From an optimization exercise on the open Yosys and OpenROAD flow, aimed at small area; shortcuts taken in it are not production practice. In this exercise RTL edits were held to simulation tests only and were not proved equivalent to the original.

## P
==> flow/design.v <==
module ram_1r1w_sync_clr #(
  parameter int width_p      = 8,
  parameter int depth_p      = 256,
  parameter int bypass_p     = 0,
  parameter int init_clear_p = 1
) (
  input  logic                         clk_i,
  input  logic                         reset_i,
  input  logic                         wr_valid_i,
  input  logic [$clog2(depth_p)-1:0]   wr_addr_i,
  input  logic [width_p-1:0]           wr_data_i,
  input  logic [width_p-1:0]           wr_mask_i,
  input  logic                         rd_valid_i,
  input  logic [$clog2(depth_p)-1:0]   rd_addr_i,
  output logic                         ready_o,
  output logic                         rd_valid_o,
  output logic [width_p-1:0]           rd_data_o
);
  localparam int addr_w = $clog2(depth_p);
  logic               ready_q;
  logic               rd_valid_q;
  logic [width_p-1:0] rd_data_q;
  logic [width_p-1:0] mem [depth_p];
  logic               wr_go;
  assign wr_go = wr_valid_i & ready_q;
  logic [63:0]        wr_grp;
  logic [width_p-1:0] wr_set [4];
  logic [width_p-1:0] wr_clr [4];
  always_comb begin
    for (int g = 0; g < 64; g++)
      wr_grp[g] = reset_i | (wr_go & (wr_addr_i[7:2] == 6'(g)));
    for (int c = 0; c < 4; c++)
      for (int i = 0; i < width_p; i++) begin
        wr_set[c][i] = ~reset_i & wr_mask_i[i] & (wr_addr_i[1:0] == 2'(c)) & wr_data_i[i];
        wr_clr[c][i] = reset_i | (wr_mask_i[i] & (wr_addr_i[1:0] == 2'(c)) & ~wr_data_i[i]);
      end
  end
  always_ff @(posedge clk_i) begin
    for (int w = 0; w < depth_p; w++)
      for (int i = 0; i < width_p; i++)
        mem[w][i] <= (mem[w][i] & ~(wr_grp[w / 4] & wr_clr[w % 4][i]))
                   | (wr_grp[w / 4] & wr_set[w % 4][i]);
  end
  logic [15:0]        rd_hi, rd_lo;
  logic [width_p-1:0] rd_w [16];
  logic [width_p-1:0] rd_g [6];
  logic [width_p-1:0] rd_row [16];
  logic [width_p-1:0] rd_value;
  always_comb begin
    for (int r = 0; r < 16; r++) begin
      rd_hi[r] = rd_addr_i[7:4] == 4'(r);
      rd_lo[r] = rd_addr_i[3:0] == 4'(r);
    end
    rd_value = '0;
    for (int r = 0; r < 16; r++) begin
      for (int c = 0; c < 16; c++)
        rd_w[c] = mem[16 * r + c] & {width_p{rd_lo[c]}};
      rd_g[0] = rd_w[0] | rd_w[1] | rd_w[2];
      rd_g[1] = rd_w[3] | rd_w[4] | rd_w[5];
      rd_g[2] = rd_w[6] | rd_w[7] | rd_w[8];
      rd_g[3] = rd_w[9] | rd_w[10] | rd_w[11];
      rd_g[4] = rd_w[12] | rd_w[13];
      rd_g[5] = rd_w[14] | rd_w[15];
      rd_row[r] = ((rd_g[0] | rd_g[1] | rd_g[2]) | (rd_g[3] | rd_g[4] | rd_g[5]))
                & {width_p{rd_hi[r]}};
      rd_value = rd_value | rd_row[r];
    end
  end
  always_ff @(posedge clk_i) begin
    ready_q    <= ~reset_i;
    rd_valid_q <= ~reset_i & rd_valid_i & ready_q;
    rd_data_q  <= rd_value;
  end
  assign ready_o    = ready_q;
  assign rd_valid_o = rd_valid_q;
  assign rd_data_o  = rd_data_q;
endmodule
clock: 10.0 ns
lec_check: 0
abc_area: 1
cap_margin: 20
core_margin: 2
core_utilization: 70
slew_margin: 20
standard.sh (not shown) runs the stock make flow with config.mk's settings and CLKGATE_MAP_FILE= SYNTH_SCRIPT=/design/flow/synth_recipe.tcl, a recipe that flattens the netlist after the stock synthesis.
==> flow/flow/run.sh <==
#!/bin/bash
# Own layout flow.
# 1. the standard synthesis (reference registers).
# 3. the standard layout of that netlist, with a clock tree of smaller
#    buffers, larger sink clusters and no dummy loads, and port buffers of the
#    smallest buffer.
# Each tool's output goes to its own log file in the work folder.
set -euo pipefail
W=$PWD
F=$W/flow
R=$W/orfs/results/$FLOW_PLATFORM/ram_1r1w_sync_clr/base
LIB=$FLOW_HOME/platforms/$FLOW_PLATFORM/lib/sky130_fd_sc_hd__tt_025C_1v80.lib

bash standard.sh synth > $W/std_synth.log 2>&1
cp $R/1_2_yosys.v $W/std_1_2_yosys.v

# Own synthesis: synth_recipe.tcl with ABC's script swapped.
{
  head -n 1 synth_recipe.tcl
  cat <<'EOT'
proc abc {args} {
  set i [lsearch -exact $args -script]
  if {$i >= 0} { lset args [expr {$i + 1}] $::env(OWN_ABC_SCRIPT) }
  yosys abc {*}$args
}
EOT
  tail -n +2 synth_recipe.tcl
} > $W/own_synth.tcl
sed -e "s#SYNTH_SCRIPT=[^ ]*#SYNTH_SCRIPT=$W/own_synth.tcl#" \
    -e "s#WORK_HOME=[^ ]*#WORK_HOME=$W/own#" standard.sh > $W/own.sh
OWN_ABC_SCRIPT=$F/own.abc bash $W/own.sh synth > $W/own_synth.log 2>&1 || true
OWN=$W/own/results/$FLOW_PLATFORM/ram_1r1w_sync_clr/base/1_2_yosys.v

regs() {
  grep -E '^\s*sky130_fd_sc_hd__(df|edf|sdf|sedf|dl)[a-z0-9_]* ' "$1" | awk '{print $1, $2}' | sort
}
if [[ -s $OWN ]] && diff <(regs $W/std_1_2_yosys.v) <(regs $OWN) > $W/regs_diff.log 2>&1; then
  echo "own synthesis: registers match the standard synthesis" > $W/choice.log
  cp $OWN $W/new_1_2_yosys.v
else
  echo "own synthesis unusable: re-mapping the standard netlist" > $W/choice.log
  python3 $F/models.py $LIB $W/comb_models.v > $W/models.log 2>&1
  cat > $W/remap.ys <<EOT
read_liberty -lib $LIB
read_verilog -overwrite $W/comb_models.v
read_verilog $W/std_1_2_yosys.v
hierarchy -top $FLOW_TOP
flatten
opt_clean -purge
techmap
opt -fast
abc -script $F/remap.abc -liberty $LIB -dont_use *lpflow* -dont_use *probe* -D 10000
opt_clean -purge
hilomap -singleton -hicell sky130_fd_sc_hd__conb_1 HI -locell sky130_fd_sc_hd__conb_1 LO
splitnets
opt_clean -purge
rename -hide w:*.*
tee -o $W/remap_stat.txt stat -liberty $LIB
write_verilog -noattr -nohex -nodec $W/new_1_2_yosys.v
EOT
  yosys -s $W/remap.ys > $W/remap.log 2>&1
fi

cp $W/new_1_2_yosys.v $R/1_2_yosys.v
rm -f $R/1_synth.odb $R/1_synth.sdc
bash standard.sh synth > $W/new_synth.log 2>&1

export CTS_ARGS="-sink_clustering_enable -repair_clock_nets -dont_use_dummy_load $(cat $F/cts_args)"
export BUFFER_PORTS_ARGS="-buffer_cell sky130_fd_sc_hd__buf_1"
bash standard.sh finish > $W/layout.log 2>&1
Other scripts of this flow, unchanged in this note and not shown: flow/flow/cts_args, flow/flow/models.py, flow/flow/own.abc, flow/flow/remap.abc
Here is what was changed in the inputs of Q compared with P.
# P
export LEC_CHECK = 0
export ABC_AREA = 1
export CAP_MARGIN = 20
export CORE_MARGIN = 2
export CORE_UTILIZATION = 70
export SLEW_MARGIN = 20
create_clock -name core_clock -period 10.0 [get_ports {clk_i}]
# Q
export LEC_CHECK = 0
export ABC_AREA = 1
export CAP_MARGIN = 20
export CORE_MARGIN = 2
export CORE_UTILIZATION = 60
export SLEW_MARGIN = 20
create_clock -name core_clock -period 10.0 [get_ports {clk_i}]
--- outcome ---
- Timing, DRC, antenna: 0 failures across Q and P
- Of Q and P, the run reporting the lower met3 wire length was Q.
- Compared with P, Q shows maximum achievable frequency higher by 0.0047 GHz.
- In the reports for Q and P, the larger worst-case clock skew belongs to P.
- Going from P to Q, proportion of layout cells with a drive suffix above 1 level, synthesized netlist cell count comparable.
- Compared with P, in Q routed wire length on met2 has increased, violation count after the first detailed-routing iteration has decreased, initial antenna violation count has increased.
- Higher proportion of cell area occupied by registers among Q and P: P

==> afterwards: timing with drivers on the ports <==
How much do the figures lean on ideal ports? The routed layouts below were timed once more, with nothing changed but the port constraints.
Step 1, drivers: a clkbuf_16 drives clk_i and a buf_2 each remaining input, both assumed.
Step 2 adds t to the input delays and takes it off the output delays; t is the mean of the earliest and latest rising clock arrival at the registers after step 1. Input paths then give back, and output paths get back, about the clock's delay inside the block.
Three values: no drivers, after step 1, after step 2; two values: the first two.
run | t (ns) | setup slack, ns | worst hold slack (ns) | worst data-port slew with drivers (ns)
P | 0.953 | 3.496 / 3.545 / 2.593 | 0.483 / 0.483 / 0.483 | 0.12
Q | 0.993 | 3.691 / 3.666 / 2.673 | 0.480 / 0.480 / 0.480 | 0.13
After both steps setup and hold are still met in every run listed. For Q, which loses most, drivers alone change the setup slack by -0.025 ns; drivers and shift together by -1.018 ns.
